Background: an optimization exercise with open tools, aiming at small area, a short achievable clock period and few clock cycles per item. Do not read the settings as production practice.
In this exercise RTL edits were held to simulation tests only and were not proved equivalent to the original.
Power is estimated from default activity; no workload was simulated.

===== flow/constraint.sdc =====
create_clock -name core_clock -period 6.0 [get_ports {clk}]
set_input_delay 1.2000 -clock core_clock [delete_from_list [all_inputs] [get_ports {clk}]]
set_output_delay 1.2000 -clock core_clock [all_outputs]
set_load 0.01 [all_outputs]

===== flow/config.mk =====
export PLATFORM = sky130hd
export DESIGN_NAME = stack_mem_responder
export DESIGN_NICKNAME = stack_mem_responder
export VERILOG_FILES = /design/flow/design.v
export SDC_FILE = /design/flow/constraint.sdc
export NUM_CORES = 4
export LEC_CHECK = 0
export CAP_MARGIN = 20
export CORE_MARGIN = 2
export CORE_UTILIZATION = 40
export SLEW_MARGIN = 20

===== flow/design.v =====
module stack_mem_responder #(
  parameter int unsigned             WIDTH     = 32,
  parameter int unsigned             DEPTH     = 64,
  parameter int unsigned             AW        = 6,
  parameter logic [WIDTH-1:0]        STACK_TOP = 32'd64
) (
  input  logic             clk,
  input  logic             rst,
  input  logic             req_valid,
  output logic             req_ready,
  input  logic [2:0]       req_op,
  input  logic [WIDTH-1:0] req_addr,
  input  logic [WIDTH-1:0] req_wdata,
  output logic             resp_valid,
  input  logic             resp_ready,
  output logic [WIDTH-1:0] resp_rdata,
  output logic             resp_is_ret,
  output logic [1:0]       resp_err,
  output logic [AW:0]      occupancy
);
  typedef enum logic [1:0] {IDLE, ACCESS, RESP} state_e;
  localparam logic [2:0]       OP_PUSH = 3'b001;
  localparam logic [2:0]       OP_POP  = 3'b010;
  localparam logic [2:0]       OP_CALL = 3'b011;
  localparam logic [2:0]       OP_RET  = 3'b100;
  localparam logic [WIDTH-1:0] BASE    = STACK_TOP - WIDTH'(DEPTH);
  localparam logic [AW:0]      FULL    = (AW+1)'(DEPTH);
  state_e           state_q, state_d;
  logic [2:0]       op_q, op_d;
  logic [WIDTH-1:0] addr_q, addr_d;
  logic [WIDTH-1:0] wdata_q, wdata_d;
  logic [WIDTH-1:0] rdata_q, rdata_d;
  logic             is_ret_q, is_ret_d;
  logic [1:0]       err_q, err_d;
  logic [AW:0]      occ_q, occ_d;
  logic [WIDTH-1:0] mem [DEPTH];
  logic             mem_we;
  logic [WIDTH-1:0] offset;
  logic [AW-1:0]    idx;
  logic             in_range;
  logic             is_wr;
  logic             is_rd;
  assign offset   = addr_q - BASE;
  assign idx      = offset[AW-1:0];
  assign in_range = (offset < WIDTH'(DEPTH));
  assign is_wr    = (op_q == OP_PUSH) || (op_q == OP_CALL);
  assign is_rd    = (op_q == OP_POP)  || (op_q == OP_RET);
  always_comb begin
    state_d  = state_q;
    op_d     = op_q;
    addr_d   = addr_q;
    wdata_d  = wdata_q;
    rdata_d  = rdata_q;
    is_ret_d = is_ret_q;
    err_d    = err_q;
    occ_d    = occ_q;
    mem_we   = 1'b0;
    case (state_q)
      IDLE: begin
        if (req_valid) begin
          op_d    = req_op;
          addr_d  = req_addr;
          wdata_d = req_wdata;
          state_d = ACCESS;
        end
      end
      ACCESS: begin
        is_ret_d = (op_q == OP_RET);
        rdata_d  = '0;
        state_d  = RESP;
        if (!(is_wr || is_rd) || !in_range) begin
          err_d = 2'b11;
        end else if (is_wr && (occ_q == FULL)) begin
          err_d = 2'b01;
        end else if (is_rd && (occ_q == '0)) begin
          err_d = 2'b10;
        end else begin
          err_d = 2'b00;
          if (is_wr) begin
            mem_we = 1'b1;
            occ_d  = occ_q + 1'b1;
          end else begin
            rdata_d = mem[idx];
            occ_d   = occ_q - 1'b1;
          end
        end
      end
      RESP: begin
        if (resp_ready) state_d = IDLE;
      end
      default: state_d = IDLE;
    endcase
  end
  always_ff @(posedge clk or negedge rst) begin
    if (!rst) begin
      state_q  <= IDLE;
      op_q     <= '0;
      addr_q   <= '0;
      wdata_q  <= '0;
      rdata_q  <= '0;
      is_ret_q <= 1'b0;
      err_q    <= '0;
      occ_q    <= '0;
    end else begin
      state_q  <= state_d;
      op_q     <= op_d;
      addr_q   <= addr_d;
      wdata_q  <= wdata_d;
      rdata_q  <= rdata_d;
      is_ret_q <= is_ret_d;
      err_q    <= err_d;
      occ_q    <= occ_d;
    end
  end
  always_ff @(posedge clk) begin
    if (mem_we) mem[idx] <= wdata_q;
  end
  assign req_ready   = (state_q == IDLE);
  assign resp_valid  = (state_q == RESP);
  assign resp_rdata  = rdata_q;
  assign resp_is_ret = is_ret_q;
  assign resp_err    = err_q;
  assign occupancy   = occ_q;
endmodule

===== flow/run.sh =====
#!/bin/bash
# synth_recipe.tcl (not shown) runs the flow's synth.tcl, then flattens the netlist and writes it again
# the make line also repeats each setting of config.mk as NAME=value (left out here)
make -C /OpenROAD-flow-scripts/flow DESIGN_CONFIG=/design/flow/config.mk WORK_HOME=/design/flow/orfs CLKGATE_MAP_FILE= SYNTH_SCRIPT=/design/flow/synth_recipe.tcl finish

==> metrics.csv <==
metric,value,unit
rows,167,
path_max_fanout,58,
clock_skew,0.0746,ns
place.gp.congestion,0.833,
clockRootBuffer,clkbuf_16,
ctsResizeCount,0,
r2r_end,rdata_q[9],
grt_max_degree,219,
synthCells,4438,
p_sw_share,34.4,%
synth_edf_count,2048,
drv_slew,0,
dieArea,212000,um2
hold_violations,0,
drt-initial-drc-count,6333,
cts_setup_buffers,0,
fp.dieH,460,um
reg2reg_from,addr_q[0],
clk_pin_slew,0.07,ns
synth.most_common_cell,edfxtp_1,
core_area,207000,um2
layout_setup_ws,1.73,ns
place.detailed.hpwl,135,mm
synthTopCellsByArea,"edfxtp_1 74%, mux4_2 5.3%, mux2i_1 3.9%",
clk_latency,0.87,ns
worst_pin_slew,1.22,ns
ys_seq_elements,2159,
synth_area,83200,um2
fin_crit,4.27,ns
finalSetupTns,0,ns
startpoint_type,flop,
placed_cells_incl_taps,7109,
grt_setup_unrepaired,no,
fin_nets,4702,
rr_worst_depth,7,
final_util,46.2,%
ys.flop_type,edfxtp_1,
use_met1,32.2,%
pwr-share-comb,29.6,%
timing.final.crit_share,71.2,%
grt_use_met2,33.1,%
powerDensity,491,nW/um2
pre_cts_ws,1.73,ns
first_pass_iters,6,
via_per_inst,5.96,
syn_nets,4515,
clkPwrFrac,29.0,%
cp-end-kind,flop,
p_switching,16.2,mW
layout.cells.non_filler,7527,
grt_antenna_before_repair,16,
ant_nets,0,
crit_arrival,4.95,ns
slew_headroom,18.9,%
io_pins,115,
total_leakage_power,29.9,nW
port_buffers,114,
htreeDepth,4,
numCtsBuffers,213,
synth_top_area_share,73.9,%
crit_required,6.68,ns
area_growth_syn_to_layout,14.9,%
seq_area_frac_synth,77.3,%
grt.busiest_layer,met2,
cts_tree,done,
yosys.area.top_type,edfxtp_1,
cap_violations,0,
hold_class,input port to asynchronous set/reset pin,
ir_drop,0.000863,V
gr-usage-all-layers,21.8,%
clock_sinks,2159,
grt_overflow,0,
synth_cell_types,60,
reg2reg_slack,1.73,ns
wl_per_cell,31.1,um
synth_common_cells,"2048 x edfxtp_1, 320 x mux2i_1, 194 x mux4_2",
outcome,no timing/DRC/antenna violations,
finalSetupViolCount,0,
via_count,44877,
synthArstFlopShare,5.14,%
initial_utilization,40.2,%
drive_gt1_share,19.5,%
drc,0,
fmax,234,MHz
seqPwrFrac,41.4,%
path_class,flop to flop,
ctsHoldBuffers,0,
grt_use_met3,3.79,%
grt_pass1_wl,330,mm
syn_area_per_cell,18.7,um2
p_int,30.8,mW
ys_warn_count,1,
die_w,460,um
clockBufferDepth,3,
first_global_vias,43257,
drt_wl_total,234,mm
state kept, by name, summed over array words and instances, names as in the netlist:
register / flops
rdata_q: 32
wdata_q: 32
op_q: 3
state_q: 2
mem: 2048
is_ret_q: 1
addr_q: 32
occ_q: 7
err_q: 2
power by group through the flow:
stage	Clock, mW	Sequential [mW]	Combinational (mW)
after floorplan	0	20.4	7.10
after global placement	0	19.7	13.7
after detailed placement	0	19.8	13.9
after CTS	13.8	19.4	13.9
after global routing	14.3	19.5	14.5
final	13.6	19.4	13.9
how the worst max path moves through the flow:
stage	startpoint	slack [ns]	to
2_1_floorplan	addr_q[2]	2.64	mem[31][0]
3_3_place_gp	addr_q[2]	0.79	rdata_q[19]
3_5_place_dp	addr_q[0]	1.73	rdata_q[9]
4_1_cts	addr_q[0]	1.68	rdata_q[9]
5_1_grt	addr_q[0]	1.58	rdata_q[9]
6_report	addr_q[0]	1.73	rdata_q[9]
metal layers:
metal	wire length [um]	vias to the layer above	part of all wire, %
met3	21100	312	9.0
li1	-	18711	-
met2	107000	2249	46
met4	7470	8	3.2
met1	98300	23597	42
met5	49	-	0.021
through the flow:
stage	hold slack (ns)	instance area [um2]	total power, mW
floorplan	0.481	83200	27.5
global placement	0.477	88200	33.4
detailed placement	0.483	88300	33.6
CTS	0.431	95500	47.1
global route	0.477	95600	48.3
finish	0.434	95600	46.9
logic make-up after synthesis:
group,count (synthesis),share of synthesized area [%]
compound gates,757,6.53
xor+xnor,7,0.0737
fa+ha+maj,6,0.0993
buf+inv,315,1.77
flops,2159,77.3
mux,587,10.1
simple gates,607,4.17
critical path, cell delays in order (launching register included):
cell and delay (ns):
dfrtp_4 0.78, buf_4 0.60, buf_12 0.46, mux4_2 0.60, a22oi_1 0.74, nand4_1 0.42
nor3_1 0.27, o21ai_1 0.10
cell usage in the layout, fill, tap and decap left out, types with 8 or more instances in the layout:
| cell type | instances |
|---|---|
| clkdlybuf4s50_1 | 113 |
| bufinv_16 | 23 |
| nor3_1 | 28 |
| a221oi_1 | 161 |
| clkinv_16 | 8 |
| mux2_2 | 73 |
| clkinv_2 | 40 |
| nor2_4 | 65 |
| o21a_1 | 31 |
| dfrtp_2 | 32 |
| clkbuf_8 | 14 |
| nand4_1 | 59 |
| dfrtp_1 | 76 |
| buf_4 | 145 |
| diode_2 | 8 |
| o21ai_1 | 29 |
| a2111oi_0 | 18 |
| a22o_1 | 59 |
| clkbuf_1 | 51 |
| buf_12 | 16 |
| mux4_2 | 194 |
| edfxtp_1 | 2048 |
| or3b_2 | 58 |
| nand3_1 | 60 |
| clkbuf_16 | 213 |
| or3_1 | 28 |
| nor2_2 | 9 |
| o21ai_0 | 19 |
| nand3b_1 | 116 |
| a22oi_1 | 125 |
| clkinv_1 | 42 |
| o22ai_1 | 157 |
| nor2_1 | 54 |
| mux2i_1 | 320 |
| nand2_1 | 85 |
| a21oi_1 | 125 |
layout make-up:
type,instances,area (um2)
fillers,17317,111000
repair buffers,279,2640
clock inverters,127,1460
well taps,2704,3380
multi-input cells,1964,18000
clock buffers,278,5710
inverters,8,30.0
diodes,8,20.0
flip-flops and latches,2159,64300
Testbench counts, summed over its fixed seeds: cycles 36,000, items 12,000.

what the ideal ports hide:
Ports are ideal in the flow. The routed layout listed here was re-timed in OpenROAD.
Step 1, drivers: a clkbuf_16 drives clk and a buf_2 each remaining input, both assumed.
Step 2 also shifts input and output timing later by t, the mid clock arrival at the registers, as if the neighbouring blocks saw the same clock.
Three values: ideal, step 1, step 2; two values: the first two.
t (ns): 0.927
setup slack, ns: 1.727 / 1.727 / 1.727
worst setup path at the end: register to register
slew at the worst register clock pin (ns): 0.07 / 0.07
After both steps setup and hold are still met in this run. For this run, drivers alone change the setup slack by 0.000 ns; drivers and shift together by 0.000 ns.
